Source: an optimization exercise on an open RTL-to-GDS flow (aim: small area, a short achievable clock period and few clock cycles). Production flows keep margins and buffers that such runs may drop. Only simulation tests tie the RTL to the original design; equivalence was not proved.

==> inputs of build 18 <==
// instr_executor
module instr_executor (
  input  logic               clk,
  input  logic               reset,
  input  logic               start,
  input  logic [PTR_W-1:0]   first_ptr,
  input  logic [PTR_W-1:0]   last_ptr,
  output logic [PTR_W-1:0]   read_pointer,
  input  instr_executor_pkg::instruction_t       instruction_word,
  output logic               res_valid,
  input  logic               res_ready,
  output logic [PTR_W-1:0]   res_pointer,
  output instr_executor_pkg::opcode_t            res_opcode,
  output instr_executor_pkg::result_t            result,
  output logic               div_by_zero,
  output logic               busy,
  output logic               done
);
  typedef struct packed {
    logic xa;     
    logic xrh;    
    logic xrl;    
    logic ya;     
    logic ya2;    
    logic yb;     
    logic inv;    
    logic wr;     
    logic rdiv;   
    logic dlast;  
    logic fin;    
  } ctrl_t;
  logic             busy_q;
  logic             done_q;
  logic             fetch_q;           
  logic [PTR_W-1:0] rd_ptr_q;
  logic [PTR_W-1:0] last_q;
  logic             e_val_q;           
  instr_executor_pkg::exec_step_t es_q;
  ctrl_t            c_q;
  logic [3:0]       e_opc_q;
  logic [PTR_W-1:0] e_ptr_q;
  logic             e_last_q;
  logic             neg_q;             
  logic [4:0]       cnt_q;             
  logic [63:0]      a_q;               
  logic [33:0]      b_q;               
  logic             r_val_q;
  logic             r_last_q;
  logic [63:0]      res_q;             
  logic [PTR_W-1:0] r_ptr_q;
  logic [3:0]       r_opc_q;
  logic             r_dbz_q;
  logic is_mul, is_dm, is_div;
  always_comb begin
    is_mul = (e_opc_q == MULT);
  ...
export LEC_CHECK = 0
export CAP_MARGIN = 20
export CORE_MARGIN = 2
export CORE_UTILIZATION = 40
export SETUP_SLACK_MARGIN = 5
export SLEW_MARGIN = 20
create_clock -name core_clock -period 10.0 [get_ports {clk}]
run.sh (not shown) runs the stock make flow with config.mk's settings and CLKGATE_MAP_FILE= SYNTH_SCRIPT=/design/flow/synth_recipe.tcl, a recipe that flattens the netlist after the stock synthesis.
==> trial 31: changes against build 18 <==
--- a/flow/design.v
+++ b/flow/design.v
@@ -36,29 +36,50 @@
   always_comb begin
     y = v ^ {32{v[31]}};
     n = 6'd32;
     for (int i = 0; i < 32; i++)
       if (y[i]) n = 6'(31 - i);
   end
 endmodule
+module instr_div_q0 (
+  input  logic [31:0] a,
+  input  logic [31:0] b,
+  output logic        q0
+);
+  logic [31:0] ya, yb;
+  logic [32:0] ta, tb;         
+  always_comb begin
+    ya = a ^ {32{a[31]}};
+    yb = b ^ {32{b[31]}};
+    ta[32] = 1'b0;
+    tb[32] = 1'b0;
+    for (int i = 31; i >= 0; i--) begin
+      ta[i] = ta[i+1] | ya[i];
+      tb[i] = tb[i+1] | yb[i];
+    end
+    q0 = 1'b0;
+    for (int i = 0; i < 32; i++)
+      q0 = q0 | (tb[i] & ~(a[31] ? (i == 0 ? 1'b1 : ta[i-1]) : ta[i]));
+  end
+endmodule
 module instr_div_step (
   input  logic [31:0] rem,
   input  logic [33:0] dsr1,      
   input  logic [31:0] t3,        
   input  logic        ge3,       
   output logic [1:0]  digit,
   output logic [31:0] rem_next
 );
-  logic [32:0] t1, t2;
+  logic [35:0] t1, t2;
   logic        ge1, ge2;
   always_comb begin
-    t1  = {1'b0, rem} - {1'b0, dsr1[31:0]};
-    t2  = {1'b0, rem} - {1'b0, dsr1[30:0], 1'b0};
-    ge1 = ~t1[32] & (dsr1[33:32] == 2'b00);
-    ge2 = ~t2[32] & (dsr1[33:31] == 3'b000);
+    t1  = {4'd0, rem} - {2'd0, dsr1};
+    t2  = {4'd0, rem} - {1'd0, dsr1, 1'b0};
+    ge1 = ~t1[35];
+    ge2 = ~t2[35];
     if (ge3)      begin digit = 2'd3; rem_next = t3[31:0]; end
     else if (ge2) begin digit = 2'd2; rem_next = t2[31:0]; end
     else if (ge1) begin digit = 2'd1; rem_next = t1[31:0]; end
     else          begin digit = 2'd0; rem_next = rem;      end
   end
 endmodule
 import instr_executor_pkg::*;
@@ -136,26 +157,26 @@
   logic [1:0]  digit;
   logic [31:0] rem_next;
   logic [31:0] quo_next;
   logic [31:0] dm_val;
   logic [33:0] dsr_norm;
   instr_div_lsc u_lsc_a (.v(a_q[31:0]), .n(lsc_a));
   instr_div_lsc u_lsc_b (.v(b_q[31:0]), .n(lsc_b));
+  instr_div_q0  u_q0    (.a(a_q[31:0]), .b(b_q[31:0]), .q0(q0_now));
   instr_div_step u_step (
     .rem      (res_q[31:0]),
     .dsr1     (b_q),
     .t3       (sum[31:0]),
     .ge3      (~sum[36]),                 
     .digit    (digit),
     .rem_next (rem_next)
   );
   always_comb begin
     b_mag    = b_q[31] ? 32'(-b_q[31:0]) : b_q[31:0];
     s_est    = {1'b0, lsc_b} - {1'b0, lsc_a} + {6'd0, a_q[31]};
-    q0_now   = ({1'b0, lsc_b} + {6'd0, a_q[31]}) < {1'b0, lsc_a};    
     dsr_norm = b_q << {cnt_q, 1'b0};
     quo_next = {res_q[61:32], digit};
     dm_val   = is_div ? quo_next : rem_next;
   end
   function automatic ctrl_t booth_ctrl(input logic [2:0] d, input logic acc);
     ctrl_t c;
     c     = '0;
--- a/flow/config.mk
+++ b/flow/config.mk
@@ -4,9 +4,8 @@
 export VERILOG_FILES = /design/flow/design.v
 export SDC_FILE = /design/flow/constraint.sdc
 export NUM_CORES = 4
 export LEC_CHECK = 0
 export CAP_MARGIN = 20
 export CORE_MARGIN = 2
 export CORE_UTILIZATION = 40
-export SETUP_SLACK_MARGIN = 5
 export SLEW_MARGIN = 20
==> qor summary <==
Total Die Area: trial 31 66870 um2; build 18 66780 um2
Status: trial 31 complete, no violations; build 18 complete, no violations
Unique cell type count in the Yosys netlist: trial 31 90; build 18 94
Buffers & Inverters on Critical Path: trial 31 1; build 18 3
Average detailed-routed wire length per instance: trial 31 30.49 um; build 18 34.24 um
Ratio of final minimum period to clock period: trial 31 60.38%; build 18 50.38%
Area occupied by multi-input gates: trial 31 18090 um2; build 18 18340 um2
GR Util met2: trial 31 54.33%; build 18 61.86%
Clock Latency Late Sink: trial 31 0.59 ns; build 18 0.63 ns
Number of warnings reported in the yosys synthesis log: trial 31 4; build 18 3
Number of gates resized after CTS: trial 31 0; build 18 34
Number of iterations in the first detailed-routing pass: trial 31 10; build 18 12
Antenna violations before repair: trial 31 3; build 18 2
Logic depth of the worst setup path including buffers: trial 31 16; build 18 15
Share of the core filled with cells in the final layout: trial 31 45.14%; build 18 46.98%
Final-layout fill cell count: trial 31 6567; build 18 6386
Worst reg2reg path startpoint: trial 31 c_q[7]; build 18 b_q[1]
Setup skew after layout: trial 31 0.01594 ns; build 18 0.01684 ns
Maximum clock frequency: trial 31 165.6 MHz; build 18 198.5 MHz
Seq area share: trial 31 22.41%; build 18 21.53%
Post-DR vias/cell: trial 31 6.813; build 18 7.012
Worst-path cell with the longest stage delay: trial 31 edfxtp_1; build 18 o21ai_0
Non-clock buffers: trial 31 215; build 18 308
Testbench counts of build 18, summed over its fixed seeds: cycles 65,080.
Testbench counts of trial 31, summed over its fixed seeds: cycles 65,080.

========
==> inputs of run a <==
==> flow/design.v <==
package instr_executor_pkg;
  localparam int PTR_W = 5;
  localparam int OP_W  = 32;
  localparam int RES_W = 64;
  typedef enum logic [3:0] {
    ZERO  = 4'd0,
    PASSA = 4'd1,
    PASSB = 4'd2,
    ADD   = 4'd3,
    SUB   = 4'd4,
    MULT  = 4'd5,
    DIV   = 4'd6,
    MOD   = 4'd7
  } opcode_t;
  typedef logic signed [OP_W-1:0]  operand_t;
  typedef logic signed [RES_W-1:0] result_t;
  typedef struct packed {
    opcode_t  opc;
    operand_t op_a;
    operand_t op_b;
  } instruction_t;
  typedef enum logic [1:0] {
    E0  = 2'd0,    
    E1  = 2'd1,    
    IT  = 2'd2,    
    NG  = 2'd3     
  } exec_step_t;
endpackage
import instr_executor_pkg::*;
module instr_div_lsc (
  input  logic [31:0] v,
  output logic [5:0]  n
);
  logic [31:0] y;
  always_comb begin
    y = v ^ {32{v[31]}};
    n = 6'd32;
    for (int i = 0; i < 32; i++)
      if (y[i]) n = 6'(31 - i);
  end
endmodule
module instr_div_step (
  input  logic [31:0] rem,
  input  logic [33:0] dsr1,      
  input  logic [31:0] t3,        
  input  logic        ge3,       
  input  logic        one_bit,   
  output logic [1:0]  digit,
  output logic [31:0] rem_next
);
  logic [32:0] t1, t2;
  logic        ge1, ge2;
  always_comb begin
    t1  = {1'b0, rem} - {1'b0, dsr1[31:0]};
    t2  = {1'b0, rem} - {1'b0, dsr1[30:0], 1'b0};
    ge1 = ~t1[32] & (dsr1[33:32] == 2'b00);
    ge2 = ~t2[32] & (dsr1[33:31] == 3'b000) & ~one_bit;
    if (ge3 && !one_bit) begin digit = 2'd3; rem_next = t3[31:0]; end
    else if (ge2) begin digit = 2'd2; rem_next = t2[31:0]; end
    else if (ge1) begin digit = 2'd1; rem_next = t1[31:0]; end
    else          begin digit = 2'd0; rem_next = rem;      end
  end
endmodule
import instr_executor_pkg::*;
module instr_executor (
  input  logic               clk,
  input  logic               reset,
  input  logic               start,
  input  logic [PTR_W-1:0]   first_ptr,
  input  logic [PTR_W-1:0]   last_ptr,
  output logic [PTR_W-1:0]   read_pointer,
  input  instr_executor_pkg::instruction_t       instruction_word,
  output logic               res_valid,
  input  logic               res_ready,
  output logic [PTR_W-1:0]   res_pointer,
  output instr_executor_pkg::opcode_t            res_opcode,
  output instr_executor_pkg::result_t            result,
  output logic               div_by_zero,
  output logic               busy,
  output logic               done
);
  typedef struct packed {
    logic xa;     
    logic xrh;    
    logic xrl;    
    logic ya;     
    logic ya2;    
    logic yb;     
    logic inv;    
    logic wr;     
    logic rdiv;   
    logic dlast;  
    logic d1;     
    logic dq0;    
    logic dbz;    
    logic fin;    
  } ctrl_t;
  logic             busy_q;
  logic             done_q;
  logic             fetch_q;           
  logic [PTR_W-1:0] rd_ptr_q;
  logic [PTR_W-1:0] last_q;
  logic             e_val_q;           
  instr_executor_pkg::exec_step_t es_q;
  ctrl_t            c_q;
  logic [3:0]       e_opc_q;
  logic [PTR_W-1:0] e_ptr_q;
  logic             e_last_q;
  logic             neg_q;             
  logic [4:0]       cnt_q;             
  logic [5:0]       lz_a_q;            
  logic [5:0]       lz_b_q;            
  logic [63:0]      a_q;               
  logic [33:0]      b_q;               
  logic             r_val_q;
  logic             r_last_q;
  logic [63:0]      res_q;             
  logic [PTR_W-1:0] r_ptr_q;
  logic [3:0]       r_opc_q;
  logic             r_dbz_q;
  logic is_mul, is_dm, is_div;
  always_comb begin
    is_mul = (e_opc_q == MULT);
    is_div = (e_opc_q == DIV);
    is_dm  = (e_opc_q == DIV) || (e_opc_q == MOD);
  end
  logic [63:0] x_op, y_src, y_op, sum;
  always_comb begin
    x_op  = ({64{c_q.xa}} & a_q)
          | ({{32{c_q.xrh}}, {32{c_q.xrl}}} & res_q);
    y_src = ({64{c_q.ya}}  & a_q)
          | ({64{c_q.ya2}} & {a_q[62:0], 1'b0})
          | ({64{c_q.yb}}  & {{32{b_q[31]}}, b_q[31:0]});
    y_op  = y_src ^ {64{c_q.inv}};
    sum   = x_op + y_op + {63'd0, c_q.inv};
  end
  logic [5:0]  lsc_a, lsc_b;
  logic [6:0]  s_est;
  logic        neg_now;
  logic        q0_now;
  logic [31:0] b_mag;
  logic [1:0]  digit;
  logic [31:0] rem_next;
  logic [31:0] quo_next;
  logic [31:0] dm_val;
  logic [33:0] dsr_norm;
  instr_div_step u_step (
    .rem      (res_q[31:0]),
    .dsr1     (b_q),
    .t3       (sum[31:0]),
    .ge3      (~sum[36]),                 
    .one_bit  (c_q.d1),
    .digit    (digit),
    .rem_next (rem_next)
  );
  always_comb begin
    b_mag    = b_q[31] ? 32'(-b_q[31:0]) : b_q[31:0];
    s_est    = {1'b0, lz_b_q} - {1'b0, lz_a_q};
    neg_now  = is_div ? (a_q[31] ^ b_q[31]) : a_q[31];
    q0_now   = lz_b_q < lz_a_q;
    dsr_norm = {2'b00, b_mag} << {s_est[5:1], 1'b0};
    quo_next = {res_q[61:32], digit};
    dm_val   = is_div ? quo_next : rem_next;
  end
  function automatic ctrl_t booth_ctrl(input logic [2:0] d, input logic acc);
    ctrl_t c;
    c     = '0;
    c.xrh = acc;
    c.xrl = acc;
    c.ya  = d[1] ^ d[0];
    c.ya2 = (d[2] & ~d[1] & ~d[0]) | (~d[2] & d[1] & d[0]);
    c.inv = d[2] & ~(d[1] & d[0]);
    c.wr  = 1'b1;
    booth_ctrl = c;
  endfunction
  function automatic logic all_same(input logic [28:0] v);
    all_same = (v == '0) || (v == '1);
  endfunction
  function automatic logic neg_pow2(input logic [31:0] v);
    neg_pow2 = v[31];
    for (int i = 1; i < 32; i++)
      neg_pow2 = neg_pow2 & ~(~v[i] & v[i-1]);
  endfunction
  ctrl_t       c_fetch;          
  logic [3:0]  f_opc;
  logic [31:0] f_a, f_b, f_m, f_q;
  logic        f_swap;
  instr_div_lsc u_lsc_a (.v(instruction_word.op_a), .n(lsc_a));
  instr_div_lsc u_lsc_b (.v(instruction_word.op_b), .n(lsc_b));
  always_comb begin
    f_opc   = instruction_word.opc;
    f_a     = instruction_word.op_a;
    f_b     = instruction_word.op_b;
    f_swap  = (f_opc == MULT)
           && ((f_a[31:15] == '0) || (f_a[31:15] == '1))
           && !((f_b[31:15] == '0) || (f_b[31:15] == '1));
    f_m     = f_swap ? f_b : f_a;
    f_q     = f_swap ? f_a : f_b;
    c_fetch = '0;
    c_fetch.wr  = 1'b1;
    c_fetch.fin = 1'b1;
    case (f_opc)
      PASSA: c_fetch.xa = 1'b1;
      PASSB: c_fetch.yb = 1'b1;
      ADD:   begin c_fetch.xa = 1'b1; c_fetch.yb = 1'b1; end
      SUB:   begin c_fetch.xa = 1'b1; c_fetch.yb = 1'b1; c_fetch.inv = 1'b1; end
      MULT:  begin
        c_fetch     = booth_ctrl({f_q[1:0], 1'b0}, 1'b0);
        c_fetch.fin = (f_q[31:1] == '0) || (f_q[31:1] == '1);
      end
      DIV, MOD: if (f_b != '0) begin
        c_fetch.ya  = 1'b1;                  
        c_fetch.inv = f_a[31];
        c_fetch.dq0 = 1'b1;
        c_fetch.fin = 1'b0;
      end else begin
        c_fetch.dbz = 1'b1;
      end
      default: ;
    endcase
  end
  ctrl_t       c_next;           
  instr_executor_pkg::exec_step_t es_next;
  logic [63:0] a_next;
  logic [33:0] b_next;
  always_comb begin
    c_next  = '0;
    es_next = es_q;
    a_next  = a_q;
    b_next  = b_q;
    case (es_q)
      E0: if (is_mul) begin
        es_next    = IT;
        c_next     = booth_ctrl(b_q[3:1], 1'b1);
        c_next.fin = all_same(b_q[31:3]);
        a_next     = {a_q[61:0], 2'b00};
        b_next     = {{2{b_q[33]}}, b_q[33:2]};
      end else begin                         
        es_next      = E1;
        c_next.xa    = 1'b1;                 
        c_next.ya2   = 1'b1;
        c_next.d1    = !s_est[0];
        c_next.wr    = !s_est[0];
        c_next.rdiv  = !s_est[0];
        c_next.dlast = !s_est[0] && (s_est[5:1] == 5'd0);
        c_next.fin   = !s_est[0] && (s_est[5:1] == 5'd0) && !neg_now;
        a_next       = {30'd0, dsr_norm};
        b_next       = dsr_norm;
      end
      E1: if (c_q.dlast) begin               
        es_next    = NG;
        c_next.ya  = 1'b1;
        c_next.inv = 1'b1;
        c_next.wr  = 1'b1;
        c_next.fin = 1'b1;
        a_next     = {32'd0, dm_val};
      end else if (c_q.d1) begin
        es_next      = IT;
        c_next.xrl   = 1'b1;                 
        c_next.ya    = 1'b1;
        c_next.inv   = 1'b1;
        c_next.wr    = 1'b1;
        c_next.rdiv  = 1'b1;
        c_next.dlast = (cnt_q == 5'd1);
        c_next.fin   = (cnt_q == 5'd1) && !neg_q;
        a_next       = {30'd0, sum[35:2]};
        b_next       = {2'b00, b_q[33:2]};
      end else begin
        es_next      = IT;
        c_next.xrl   = 1'b1;                 
        c_next.ya    = 1'b1;
        c_next.inv   = 1'b1;
        c_next.wr    = 1'b1;
        c_next.rdiv  = 1'b1;
        c_next.dlast = (cnt_q == 5'd0);
        c_next.fin   = (cnt_q == 5'd0) && !neg_q;
        a_next       = {28'd0, sum[35:0]};
      end
      IT: if (is_mul) begin
        c_next     = booth_ctrl(b_q[3:1], 1'b1);
        c_next.fin = all_same(b_q[31:3]);
        a_next     = {a_q[61:0], 2'b00};
        b_next     = {{2{b_q[33]}}, b_q[33:2]};
      end else if (c_q.dlast) begin          
        es_next    = NG;
        c_next.ya  = 1'b1;
        c_next.inv = 1'b1;
        c_next.wr  = 1'b1;
        c_next.fin = 1'b1;
        a_next     = {32'd0, dm_val};
      end else begin
        c_next.xrl   = 1'b1;
        c_next.ya    = 1'b1;
        c_next.inv   = 1'b1;
        c_next.wr    = 1'b1;
        c_next.rdiv  = 1'b1;
        c_next.dlast = (cnt_q == 5'd1);
        c_next.fin   = (cnt_q == 5'd1) && !neg_q;
        a_next       = {2'b00, a_q[63:2]};
        b_next       = {2'b00, b_q[33:2]};
      end
      default: ;
    endcase
  end
  logic        adv;              
  logic        step;
  logic        fin;              
  logic        fetch_sel;        
  logic        fetch_en;
  logic        e_en;             
  logic        xfer;
  logic [63:0] res_d;
  logic             fetch_any;       
  logic [PTR_W-1:0] ptr_cur;         
  logic             ptr_last;        
  always_comb begin
    ptr_cur   = busy_q ? rd_ptr_q : first_ptr;
    ptr_last  = busy_q ? (rd_ptr_q == last_q) : (first_ptr == last_ptr);
    fetch_any = busy_q ? fetch_q : start;
  end
  always_comb begin
    adv       = !r_val_q || res_ready;
    step      = e_val_q && adv;
    fin       = c_q.fin || (c_q.dq0 && q0_now);
    fetch_sel = fetch_any && (!e_val_q || fin);
    fetch_en  = fetch_sel && (!e_val_q || adv);
    e_en      = e_val_q ? adv : fetch_any;
    xfer      = r_val_q && res_ready;
    if (c_q.dq0 && q0_now)
      res_d = is_div ? 64'd0 : a_q;          
    else if (c_q.rdiv)
      res_d = c_q.dlast ? {32'd0, dm_val} : {quo_next, rem_next};
    else
      res_d = sum;
  end
  always_ff @(posedge clk) begin
    if (reset) begin
      busy_q  <= 1'b0;
      done_q  <= 1'b0;
      fetch_q <= 1'b0;
      e_val_q <= 1'b0;
      r_val_q <= 1'b0;
    end else begin
      done_q <= 1'b0;
      if (!busy_q && start) busy_q <= 1'b1;
      if (xfer && r_last_q) begin
        busy_q <= 1'b0;
        done_q <= 1'b1;
      end
      if (fetch_en) fetch_q <= !ptr_last;
      if (fetch_en)              e_val_q <= 1'b1;
      else if (step && fin)  e_val_q <= 1'b0;
      if (step && fin) r_val_q <= 1'b1;
      else if (xfer)       r_val_q <= 1'b0;
    end
  end
  always_ff @(posedge clk) begin
    if (!busy_q && start) last_q <= last_ptr;
    if (fetch_en) rd_ptr_q <= ptr_cur + 1'b1;
    if (e_en) begin
      if (fetch_sel) begin
        es_q     <= E0;
        c_q      <= c_fetch;
        e_opc_q  <= f_opc;
        e_ptr_q  <= ptr_cur;
        e_last_q <= ptr_last;
        a_q      <= {{32{f_m[31]}}, f_m};
        b_q      <= {{2{f_q[31]}}, f_q};
      end else begin
        es_q     <= es_next;
        c_q      <= c_next;
        a_q      <= a_next;
        b_q      <= b_next;
      end
    end
    if (fetch_en) begin
      lz_a_q  <= lsc_a - {5'd0, neg_pow2(f_a)};
      lz_b_q  <= lsc_b - {5'd0, neg_pow2(f_b)};
    end
    if (step && es_q == E0 && is_dm) begin
      cnt_q <= s_est[5:1];
      neg_q <= neg_now;
    end else if (step && (es_q == IT || (es_q == E1 && c_q.d1))) begin
      cnt_q <= cnt_q - 1'b1;
    end
    if (step && c_q.wr) res_q <= res_d;
    if (step && fin) begin
      r_ptr_q  <= e_ptr_q;
      r_opc_q  <= e_opc_q;
      r_dbz_q  <= c_q.dbz;
      r_last_q <= e_last_q;
    end
  end
  assign read_pointer = ptr_cur;
  assign res_valid    = r_val_q;
  assign res_pointer  = r_ptr_q;
  assign res_opcode   = instr_executor_pkg::opcode_t'(r_opc_q);
  assign result       = res_q;
  assign div_by_zero  = r_dbz_q;
  assign busy         = busy_q;
  assign done         = done_q;
endmodule
==> flow/run.sh <==
#!/bin/bash
# synth_recipe.tcl (not shown) runs the flow's synth.tcl, then flattens the netlist and writes it again
# the make line also repeats each setting of config.mk as NAME=value (left out here)
make -C /OpenROAD-flow-scripts/flow DESIGN_CONFIG=/design/flow/config.mk WORK_HOME=/design/flow/orfs CLKGATE_MAP_FILE= SYNTH_SCRIPT=/design/flow/synth_recipe.tcl finish
==> flow/config.mk <==
export PLATFORM = sky130hd
export DESIGN_NAME = instr_executor
export DESIGN_NICKNAME = instr_executor
export VERILOG_FILES = /design/flow/design.v
export SDC_FILE = /design/flow/constraint.sdc
export NUM_CORES = 4
export LEC_CHECK = 0
export CAP_MARGIN = 20
export CORE_MARGIN = 2
export CORE_UTILIZATION = 40
export SETUP_SLACK_MARGIN = 5
export SLEW_MARGIN = 20
==> flow/constraint.sdc <==
create_clock -name core_clock -period 10.0 [get_ports {clk}]
set_input_delay 2.0000 -clock core_clock [delete_from_list [all_inputs] [get_ports {clk}]]
set_output_delay 2.0000 -clock core_clock [all_outputs]
set_load 0.01 [all_outputs]
==> run b: changes against run a <==
--- a/flow/design.v
+++ b/flow/design.v
@@ -44,7 +44,6 @@
   input  logic [33:0] dsr1,      
   input  logic [31:0] t3,        
   input  logic        ge3,       
-  input  logic        one_bit,   
   output logic [1:0]  digit,
   output logic [31:0] rem_next
 );
@@ -54,8 +53,8 @@
     t1  = {1'b0, rem} - {1'b0, dsr1[31:0]};
     t2  = {1'b0, rem} - {1'b0, dsr1[30:0], 1'b0};
     ge1 = ~t1[32] & (dsr1[33:32] == 2'b00);
-    ge2 = ~t2[32] & (dsr1[33:31] == 3'b000) & ~one_bit;
-    if (ge3 && !one_bit) begin digit = 2'd3; rem_next = t3[31:0]; end
+    ge2 = ~t2[32] & (dsr1[33:31] == 3'b000);
+    if (ge3)      begin digit = 2'd3; rem_next = t3[31:0]; end
     else if (ge2) begin digit = 2'd2; rem_next = t2[31:0]; end
     else if (ge1) begin digit = 2'd1; rem_next = t1[31:0]; end
     else          begin digit = 2'd0; rem_next = rem;      end
@@ -90,7 +89,6 @@
     logic wr;     
     logic rdiv;   
     logic dlast;  
-    logic d1;     
     logic dq0;    
     logic dbz;    
     logic fin;    
@@ -136,7 +134,6 @@
   end
   logic [5:0]  lsc_a, lsc_b;
   logic [6:0]  s_est;
-  logic        neg_now;
   logic        q0_now;
   logic [31:0] b_mag;
   logic [1:0]  digit;
@@ -149,14 +146,12 @@
     .dsr1     (b_q),
     .t3       (sum[31:0]),
     .ge3      (~sum[36]),                 
-    .one_bit  (c_q.d1),
     .digit    (digit),
     .rem_next (rem_next)
   );
   always_comb begin
     b_mag    = b_q[31] ? 32'(-b_q[31:0]) : b_q[31:0];
     s_est    = {1'b0, lz_b_q} - {1'b0, lz_a_q};
-    neg_now  = is_div ? (a_q[31] ^ b_q[31]) : a_q[31];
     q0_now   = lz_b_q < lz_a_q;
     dsr_norm = {2'b00, b_mag} << {s_est[5:1], 1'b0};
     quo_next = {res_q[61:32], digit};
@@ -236,36 +231,13 @@
         a_next     = {a_q[61:0], 2'b00};
         b_next     = {{2{b_q[33]}}, b_q[33:2]};
       end else begin                         
-        es_next      = E1;
-        c_next.xa    = 1'b1;                 
-        c_next.ya2   = 1'b1;
-        c_next.d1    = !s_est[0];
-        c_next.wr    = !s_est[0];
-        c_next.rdiv  = !s_est[0];
-        c_next.dlast = !s_est[0] && (s_est[5:1] == 5'd0);
-        c_next.fin   = !s_est[0] && (s_est[5:1] == 5'd0) && !neg_now;
-        a_next       = {30'd0, dsr_norm};
-        b_next       = dsr_norm;
+        es_next    = E1;
+        c_next.xa  = 1'b1;                   
+        c_next.ya2 = 1'b1;
+        a_next     = {30'd0, dsr_norm};
+        b_next     = dsr_norm;
       end
-      E1: if (c_q.dlast) begin               
-        es_next    = NG;
-        c_next.ya  = 1'b1;
-        c_next.inv = 1'b1;
-        c_next.wr  = 1'b1;
-        c_next.fin = 1'b1;
-        a_next     = {32'd0, dm_val};
-      end else if (c_q.d1) begin
-        es_next      = IT;
-        c_next.xrl   = 1'b1;                 
-        c_next.ya    = 1'b1;
-        c_next.inv   = 1'b1;
-        c_next.wr    = 1'b1;
-        c_next.rdiv  = 1'b1;
-        c_next.dlast = (cnt_q == 5'd1);
-        c_next.fin   = (cnt_q == 5'd1) && !neg_q;
-        a_next       = {30'd0, sum[35:2]};
-        b_next       = {2'b00, b_q[33:2]};
-      end else begin
+      E1: begin
         es_next      = IT;
         c_next.xrl   = 1'b1;                 
         c_next.ya    = 1'b1;
@@ -379,8 +351,8 @@
     end
     if (step && es_q == E0 && is_dm) begin
       cnt_q <= s_est[5:1];
-      neg_q <= neg_now;
-    end else if (step && (es_q == IT || (es_q == E1 && c_q.d1))) begin
+      neg_q <= is_div ? (a_q[31] ^ b_q[31]) : a_q[31];
+    end else if (step && es_q == IT) begin
       cnt_q <= cnt_q - 1'b1;
     end
     if (step && c_q.wr) res_q <= res_d;
- CORE_UTILIZATION: 40 -> 55
==> run c: changes against run a <==
--- a/flow/design.v
+++ b/flow/design.v
@@ -41,21 +41,20 @@
 endmodule
 module instr_div_step (
   input  logic [31:0] rem,
-  input  logic [33:0] dsr1,      
+  input  logic [31:0] dsr1,      
   input  logic [31:0] t3,        
   input  logic        ge3,       
-  input  logic        one_bit,   
   output logic [1:0]  digit,
   output logic [31:0] rem_next
 );
   logic [32:0] t1, t2;
   logic        ge1, ge2;
   always_comb begin
-    t1  = {1'b0, rem} - {1'b0, dsr1[31:0]};
+    t1  = {1'b0, rem} - {1'b0, dsr1};
     t2  = {1'b0, rem} - {1'b0, dsr1[30:0], 1'b0};
-    ge1 = ~t1[32] & (dsr1[33:32] == 2'b00);
-    ge2 = ~t2[32] & (dsr1[33:31] == 3'b000) & ~one_bit;
-    if (ge3 && !one_bit) begin digit = 2'd3; rem_next = t3[31:0]; end
+    ge1 = ~t1[32];
+    ge2 = ~t2[32] & ~dsr1[31];
+    if (ge3)      begin digit = 2'd3; rem_next = t3[31:0]; end
     else if (ge2) begin digit = 2'd2; rem_next = t2[31:0]; end
     else if (ge1) begin digit = 2'd1; rem_next = t1[31:0]; end
     else          begin digit = 2'd0; rem_next = rem;      end
@@ -90,7 +89,6 @@
     logic wr;     
     logic rdiv;   
     logic dlast;  
-    logic d1;     
     logic dq0;    
     logic dbz;    
     logic fin;    
@@ -104,18 +102,16 @@
   instr_executor_pkg::exec_step_t es_q;
   ctrl_t            c_q;
   logic [3:0]       e_opc_q;
-  logic [PTR_W-1:0] e_ptr_q;
-  logic             e_last_q;
   logic             neg_q;             
-  logic [4:0]       cnt_q;             
+  logic [3:0]       cnt_q;             
   logic [5:0]       lz_a_q;            
   logic [5:0]       lz_b_q;            
   logic [63:0]      a_q;               
-  logic [33:0]      b_q;               
+  logic [31:0]      b_q;               
   logic             r_val_q;
-  logic             r_last_q;
   logic [63:0]      res_q;             
-  logic [PTR_W-1:0] r_ptr_q;
+  logic [PTR_W-1:0] r_ptr;             
+  logic             r_last;            
   logic [3:0]       r_opc_q;
   logic             r_dbz_q;
   logic is_mul, is_dm, is_div;
@@ -136,29 +132,26 @@
   end
   logic [5:0]  lsc_a, lsc_b;
   logic [6:0]  s_est;
-  logic        neg_now;
   logic        q0_now;
   logic [31:0] b_mag;
   logic [1:0]  digit;
   logic [31:0] rem_next;
   logic [31:0] quo_next;
   logic [31:0] dm_val;
-  logic [33:0] dsr_norm;
+  logic [31:0] dsr_norm;
   instr_div_step u_step (
     .rem      (res_q[31:0]),
     .dsr1     (b_q),
     .t3       (sum[31:0]),
-    .ge3      (~sum[36]),                 
-    .one_bit  (c_q.d1),
+    .ge3      (~sum[34]),                 
     .digit    (digit),
     .rem_next (rem_next)
   );
   always_comb begin
     b_mag    = b_q[31] ? 32'(-b_q[31:0]) : b_q[31:0];
     s_est    = {1'b0, lz_b_q} - {1'b0, lz_a_q};
-    neg_now  = is_div ? (a_q[31] ^ b_q[31]) : a_q[31];
     q0_now   = lz_b_q < lz_a_q;
-    dsr_norm = {2'b00, b_mag} << {s_est[5:1], 1'b0};
+    dsr_norm = b_mag << {s_est[4:1], 1'b0};
     quo_next = {res_q[61:32], digit};
     dm_val   = is_div ? quo_next : rem_next;
   end
@@ -234,53 +227,30 @@
         c_next     = booth_ctrl(b_q[3:1], 1'b1);
         c_next.fin = all_same(b_q[31:3]);
         a_next     = {a_q[61:0], 2'b00};
-        b_next     = {{2{b_q[33]}}, b_q[33:2]};
+        b_next     = {{2{b_q[31]}}, b_q[31:2]};
       end else begin                         
-        es_next      = E1;
-        c_next.xa    = 1'b1;                 
-        c_next.ya2   = 1'b1;
-        c_next.d1    = !s_est[0];
-        c_next.wr    = !s_est[0];
-        c_next.rdiv  = !s_est[0];
-        c_next.dlast = !s_est[0] && (s_est[5:1] == 5'd0);
-        c_next.fin   = !s_est[0] && (s_est[5:1] == 5'd0) && !neg_now;
-        a_next       = {30'd0, dsr_norm};
-        b_next       = dsr_norm;
+        es_next    = E1;
+        c_next.xa  = 1'b1;                   
+        c_next.ya2 = 1'b1;
+        a_next     = {32'd0, dsr_norm};
+        b_next     = dsr_norm;
       end
-      E1: if (c_q.dlast) begin               
-        es_next    = NG;
-        c_next.ya  = 1'b1;
-        c_next.inv = 1'b1;
-        c_next.wr  = 1'b1;
-        c_next.fin = 1'b1;
-        a_next     = {32'd0, dm_val};
-      end else if (c_q.d1) begin
+      E1: begin
         es_next      = IT;
         c_next.xrl   = 1'b1;                 
         c_next.ya    = 1'b1;
         c_next.inv   = 1'b1;
         c_next.wr    = 1'b1;
         c_next.rdiv  = 1'b1;
-        c_next.dlast = (cnt_q == 5'd1);
-        c_next.fin   = (cnt_q == 5'd1) && !neg_q;
-        a_next       = {30'd0, sum[35:2]};
-        b_next       = {2'b00, b_q[33:2]};
-      end else begin
-        es_next      = IT;
-        c_next.xrl   = 1'b1;                 
-        c_next.ya    = 1'b1;
-        c_next.inv   = 1'b1;
-        c_next.wr    = 1'b1;
-        c_next.rdiv  = 1'b1;
-        c_next.dlast = (cnt_q == 5'd0);
-        c_next.fin   = (cnt_q == 5'd0) && !neg_q;
-        a_next       = {28'd0, sum[35:0]};
+        c_next.dlast = (cnt_q == 4'd0);
+        c_next.fin   = (cnt_q == 4'd0) && !neg_q;
+        a_next       = {30'd0, sum[33:0]};
       end
       IT: if (is_mul) begin
         c_next     = booth_ctrl(b_q[3:1], 1'b1);
         c_next.fin = all_same(b_q[31:3]);
         a_next     = {a_q[61:0], 2'b00};
-        b_next     = {{2{b_q[33]}}, b_q[33:2]};
+        b_next     = {{2{b_q[31]}}, b_q[31:2]};
       end else if (c_q.dlast) begin          
         es_next    = NG;
         c_next.ya  = 1'b1;
@@ -294,10 +264,10 @@
         c_next.inv   = 1'b1;
         c_next.wr    = 1'b1;
         c_next.rdiv  = 1'b1;
-        c_next.dlast = (cnt_q == 5'd1);
-        c_next.fin   = (cnt_q == 5'd1) && !neg_q;
+        c_next.dlast = (cnt_q == 4'd1);
+        c_next.fin   = (cnt_q == 4'd1) && !neg_q;
         a_next       = {2'b00, a_q[63:2]};
-        b_next       = {2'b00, b_q[33:2]};
+        b_next       = {2'b00, b_q[31:2]};
       end
       default: ;
     endcase
@@ -319,6 +289,10 @@
     fetch_any = busy_q ? fetch_q : start;
   end
   always_comb begin
+    r_ptr  = rd_ptr_q - {{(PTR_W-1){1'b0}}, 1'b1} - {{(PTR_W-1){1'b0}}, e_val_q};
+    r_last = (r_ptr == last_q);
+  end
+  always_comb begin
     adv       = !r_val_q || res_ready;
     step      = e_val_q && adv;
     fin       = c_q.fin || (c_q.dq0 && q0_now);
@@ -343,7 +317,7 @@
     end else begin
       done_q <= 1'b0;
       if (!busy_q && start) busy_q <= 1'b1;
-      if (xfer && r_last_q) begin
+      if (xfer && r_last) begin
         busy_q <= 1'b0;
         done_q <= 1'b1;
       end
@@ -362,10 +336,8 @@
         es_q     <= E0;
         c_q      <= c_fetch;
         e_opc_q  <= f_opc;
-        e_ptr_q  <= ptr_cur;
-        e_last_q <= ptr_last;
         a_q      <= {{32{f_m[31]}}, f_m};
-        b_q      <= {{2{f_q[31]}}, f_q};
+        b_q      <= f_q;
       end else begin
         es_q     <= es_next;
         c_q      <= c_next;
@@ -378,22 +350,20 @@
       lz_b_q  <= lsc_b - {5'd0, neg_pow2(f_b)};
     end
     if (step && es_q == E0 && is_dm) begin
-      cnt_q <= s_est[5:1];
-      neg_q <= neg_now;
-    end else if (step && (es_q == IT || (es_q == E1 && c_q.d1))) begin
+      cnt_q <= s_est[4:1];
+      neg_q <= is_div ? (a_q[31] ^ b_q[31]) : a_q[31];
+    end else if (step && es_q == IT) begin
       cnt_q <= cnt_q - 1'b1;
     end
     if (step && c_q.wr) res_q <= res_d;
     if (step && fin) begin
-      r_ptr_q  <= e_ptr_q;
       r_opc_q  <= e_opc_q;
       r_dbz_q  <= c_q.dbz;
-      r_last_q <= e_last_q;
     end
   end
   assign read_pointer = ptr_cur;
   assign res_valid    = r_val_q;
-  assign res_pointer  = r_ptr_q;
+  assign res_pointer  = r_ptr;
   assign res_opcode   = instr_executor_pkg::opcode_t'(r_opc_q);
   assign result       = res_q;
   assign div_by_zero  = r_dbz_q;
- CORE_UTILIZATION: 40 -> 45
==> metrics.cfg <==
[setup_path]
required_ns = 10.33

[finish]
sh_seq_area = 0.207
drive_above_1_share = 0.0979
layout.nets = 3728

[logic_synthesis]
synthMuxAreaShare = 0.0315
ys_types = 88

[routing]
routed.top_layer = met5
vias = 30876

[outcome]
status = finished clean

-- figures above: run c

==> metrics.cfg <==
[outcome]
status = finished clean

[logic_synthesis]
synthMuxAreaShare = 0.0342
ys_types = 84
yosysTopAreaCellShare = 0.248
ys_seq_elements = 231

[routing]
vias = 31712
routed.top_layer = met4

[clocking]
post_cts_resized = 115
clk_path_buf_depth = 3

[die]
io_pins = 164

[setup_path]
required_ns = 10.32
r2r_setup_slack_ns = 5.09
r2r_cells = 20

[finish]
layout.nets = 3772
nNonClkBuffers = 284
sh_seq_area = 0.219
drive_above_1_share = 0.0944
clock_area_frac = 0.0261

[global_routing]
grtUsageMet3 = 0.147

-- figures above: run b

==> metrics.cfg <==
[outcome]
status = finished clean

[logic_synthesis]
synth_most_common_cell = nand2_1
synthMuxAreaShare = 0.0330
ys_types = 85

[die]
chipWidth_um = 270

[routing]
wl_met3_um = 18400
routed.top_layer = met5
vias = 32269

[global_routing]
grt_overflow = 0

[finish]
sh_seq_area = 0.208

-- figures above: run a

Testbench counts of run a, summed over its fixed seeds: cycles 56,570.
Testbench counts of run b, summed over its fixed seeds: cycles 58,034.
Testbench counts of run c, summed over its fixed seeds: cycles 58,034.

[re-timing with driven ports]
No port has a modelled driver above. Below, the same layouts with a new extraction and two added sets of constraints.
Step 1: set_driving_cell puts a clkbuf_16 on clk and a buf_2 on each other input, an assumption about the parent block.
Step 2 times the ports against the registers' clock, not the clock port: input delays grow and output delays shrink by t, the midpoint of the rising clock arrivals with the driver on.
Slacks: ideal / step 1 / step 2; pairs: ideal / step 1.
run | shift t [ns] | slack for setup (ns) | slew at the worst register clock pin (ns)
build 18 | 0.691 | 4.962 / 4.962 / 4.510 | 0.07 / 0.07
trial 31 | 0.644 | 3.962 / 3.962 / 3.962 | 0.07 / 0.07
run a | 0.640 | 4.912 / 4.912 / 4.313 | 0.07 / 0.07
run b | 0.619 | 4.997 / 4.992 / 4.408 | 0.07 / 0.07
run c | 0.634 | 4.895 / 4.895 / 4.510 | 0.07 / 0.07
After both steps setup and hold are still met in every run listed. For run a, which loses most, drivers alone change the setup slack by 0.000 ns; drivers and shift together by -0.599 ns.
